Background: an optimization exercise with open tools, aiming at small area, a short achievable clock period and few clock cycles per item. Do not read the settings as production practice.
Power is estimated from default activity; no workload was simulated.

==> flow/design.v (excerpt) <==
module pp_reduction_sequencer #(
    parameter int WIDTH  = 128,
    parameter int MAX_PP = 16,
    parameter int CNT_W  = 5
) (
    input  logic             clk,
    input  logic             rst,
    input  logic             start,
    input  logic [CNT_W-1:0] pp_count,
    output logic             busy,
    output logic             err,
    input  logic             in_valid,
    output logic             in_ready,
    input  logic [WIDTH-1:0] in_pp0,
    input  logic [WIDTH-1:0] in_pp1,
    output logic             out_valid,
    input  logic             out_ready,
    output logic [WIDTH-1:0] out_result
);
==> module pp_blk_add_fa, before the edit <==
module pp_blk_add_fa (
    input  logic [5:0] a,
    input  logic [5:0] b,
    output logic [5:0] y
);
    logic [6:0] k;
    assign k[0] = 1'b0;
    for (genvar i = 0; i < 6; i++) begin : g_fa
        assign y[i]   = a[i] ^ b[i] ^ k[i];
        assign k[i+1] = (a[i] & b[i]) | (a[i] & k[i]) | (b[i] & k[i]);
    end
endmodule
==> module pp_reduction_sequencer, before the edit <==
module pp_reduction_sequencer #(
    parameter int WIDTH  = 128,
    parameter int MAX_PP = 16,
    parameter int CNT_W  = 5
) (
    input  logic             clk,
    input  logic             rst,
    input  logic             start,
    input  logic [CNT_W-1:0] pp_count,
    output logic             busy,
    output logic             err,
    input  logic             in_valid,
    output logic             in_ready,
    input  logic [WIDTH-1:0] in_pp0,
    input  logic [WIDTH-1:0] in_pp1,
    output logic             out_valid,
    input  logic             out_ready,
    output logic [WIDTH-1:0] out_result
);
    localparam logic [CNT_W-1:0] c_MAX_PP = CNT_W'(MAX_PP);
    localparam logic [CNT_W-1:0] c_ONE    = CNT_W'(1);
    localparam int BW = 4;
    localparam int NB = WIDTH / BW;
    logic             r_active;      
    logic             r_first;       
    logic             r_odd;
    logic [CNT_W-1:0] r_beats_left;
    logic             r_mask1;       
    logic             r_res_valid;   
    logic             r_err;
    logic [WIDTH-1:0] r_acc;
    logic [NB-1:0]    r_cb;          
    logic [NB-1:0]    w_base_cb;
    logic [NB-1:0]    w_cb_next;
    logic [WIDTH-1:0] w_acc_next;
    logic [WIDTH-1:0] w_carries;
    logic             w_count_ok;
    logic [CNT_W-1:0] w_beats_init;
    logic             w_last_beat;
    logic             w_beat_fire;
    logic             w_res_take;
    logic             w_start_take;
    logic [WIDTH-1:0] w_base;
    logic [WIDTH-1:0] w_lane1;
    logic [WIDTH-1:0] w_csa_s;
    logic [WIDTH-1:0] w_csa_c;
    assign w_count_ok   = (pp_count != '0) && (pp_count <= c_MAX_PP);
    assign w_beats_init = (pp_count >> 1) + {{(CNT_W-1){1'b0}}, pp_count[0]};
    assign w_last_beat  = (r_beats_left == c_ONE);
    assign in_ready     = r_active && !(r_res_valid && !out_ready);
    assign w_beat_fire  = in_valid && in_ready;
    assign w_res_take   = r_res_valid && out_ready;
    assign busy         = r_active && !(w_beat_fire && w_last_beat);
    assign w_start_take = start && !busy;
    assign w_base  = r_first ? '0 : r_acc;
    assign w_lane1 = r_mask1 ? '0 : in_pp1;
    assign w_csa_s = w_base ^ in_pp0 ^ w_lane1;
    assign w_csa_c = {(w_base[WIDTH-2:0] & in_pp0[WIDTH-2:0]) |
                      (w_base[WIDTH-2:0] & w_lane1[WIDTH-2:0]) |
                      (in_pp0[WIDTH-2:0] & w_lane1[WIDTH-2:0]), 1'b0};
    assign w_base_cb = r_first ? '0 : r_cb;
    for (genvar b = 0; b < NB; b++) begin : g_blk
        logic [BW+1:0] w_t;
        pp_blk_add_fa u_add (
            .a ({1'b0, w_csa_s[b*BW +: BW], 1'b1}),
            .b ({1'b0, w_csa_c[b*BW +: BW], (b == 0) ? 1'b0 : w_base_cb[b]}),
            .y (w_t)
        );
        assign w_acc_next[b*BW +: BW] = w_t[BW:1];
        assign w_cb_next[b]           = w_t[BW+1];
    end
    always_ff @(posedge clk) begin
        if (w_beat_fire) begin
            r_acc <= w_acc_next;
            r_cb  <= {w_cb_next[NB-2:0], 1'b0};
        end
    end
    for (genvar b = 0; b < NB; b++) begin : g_res
        assign w_carries[b*BW +: BW] = {{(BW-1){1'b0}}, (b == 0) ? 1'b0 : r_cb[b]};
    end
    always_ff @(posedge clk) begin
        if (rst) begin
            r_active     <= 1'b0;
            r_first      <= 1'b0;
            r_odd        <= 1'b0;
            r_mask1      <= 1'b0;
            r_beats_left <= '0;
            r_res_valid  <= 1'b0;
            r_err        <= 1'b0;
        end else begin
            r_err <= w_start_take && !w_count_ok;
            if (w_res_take) begin
                r_res_valid <= 1'b0;
            end
            if (w_beat_fire) begin
                r_first      <= 1'b0;
                r_beats_left <= r_beats_left - c_ONE;
                r_mask1      <= r_odd && (r_beats_left == CNT_W'(2));
                if (w_last_beat) begin
                    r_active    <= 1'b0;
                    r_res_valid <= 1'b1;
                end
            end
            if (w_start_take && w_count_ok) begin
                r_active     <= 1'b1;
                r_first      <= 1'b1;
                r_odd        <= pp_count[0];
                r_beats_left <= w_beats_init;
                r_mask1      <= (pp_count == c_ONE);
            end
        end
    end
    assign err        = r_err;
    assign out_valid  = r_res_valid;
    pp_out_add_sk u_res (
        .a (r_acc),
        .b (w_carries),
        .y (out_result)
    );
endmodule
clock: 4.0 ns
lec_check: 0
cap_margin: 20
core_margin: 2
core_utilization: 40
slew_margin: 20
standard.sh (not shown) runs the stock make flow with config.mk's settings and CLKGATE_MAP_FILE= SYNTH_SCRIPT=/design/flow/synth_recipe.tcl, a recipe that flattens the netlist after the stock synthesis.
==> flow/flow/run.sh <==
#!/bin/bash
# Standard ORFS layout, except that the port buffers are plain buf_1 cells
# (resizing may still upsize them) instead of the default delay buffers.
set -euo pipefail
bash standard.sh BUFFER_PORTS_ARGS="-buffer_cell sky130_fd_sc_hd__buf_1" finish > make_finish.log 2>&1
The first run finished with setup timing left.
Edit:
--- a/flow/design.v
+++ b/flow/design.v
@@ -1,11 +1,11 @@
 `default_nettype none
 module pp_blk_add_fa (
-    input  logic [5:0] a,
-    input  logic [5:0] b,
-    output logic [5:0] y
+    input  logic [9:0] a,
+    input  logic [9:0] b,
+    output logic [9:0] y
 );
-    logic [6:0] k;
+    logic [10:0] k;
     assign k[0] = 1'b0;
-    for (genvar i = 0; i < 6; i++) begin : g_fa
+    for (genvar i = 0; i < 10; i++) begin : g_fa
         assign y[i]   = a[i] ^ b[i] ^ k[i];
         assign k[i+1] = (a[i] & b[i]) | (a[i] & k[i]) | (b[i] & k[i]);
@@ -1708,5 +1708,5 @@
     localparam logic [CNT_W-1:0] c_MAX_PP = CNT_W'(MAX_PP);
     localparam logic [CNT_W-1:0] c_ONE    = CNT_W'(1);
-    localparam int BW = 4;
+    localparam int BW = 8;
     localparam int NB = WIDTH / BW;
     logic             r_active;      
The new run finished but failed the layout checks on setup timing.
Utilization rose by 4.1 points.
Power rose by 2.3%.
Setup slack loses 160 ps.
Sequential share of layout area shrinks by 1.5 points.
Final area came out lower by 3.6%.
Global-route usage goes up by 1.1 points.
First-iteration DRC count fell by 25%.
Area after synthesis came out lower by 11%.
Routed wire length went down by 6.9%.
Clock skew stays flat.
No functional check of the RTL was part of any run of this note.

==> what the ideal ports hide <==
In the flow no input, the clock included, has a driving cell. The finished layouts below were timed again as built, in two steps.
Step 1 sets driving cells, clkbuf_16 on the clock port and buf_2 on the other inputs (assumed; they add their load-dependent delay and slew).
Step 2 adds t to the input delays and takes it off the output delays; t is the mean of the earliest and latest rising clock arrival at the registers after step 1. Input paths then give back, and output paths get back, about the clock's delay inside the block.
Three values: ideal, step 1, step 2; two values: the first two.
run	t, ns	setup slack, ns	clock arrival spread, ns	worst slew at a driven data input, ns
the first run	0.494	-0.331 / -0.383 / 0.111	0.013 / 0.014	0.09
the second run	0.490	-0.491 / -0.491 / -0.839	0.014 / 0.014	0.08
The setup slack of the second run, which loses most, moves by 0.000 ns with the drivers and by -0.348 ns with both steps.
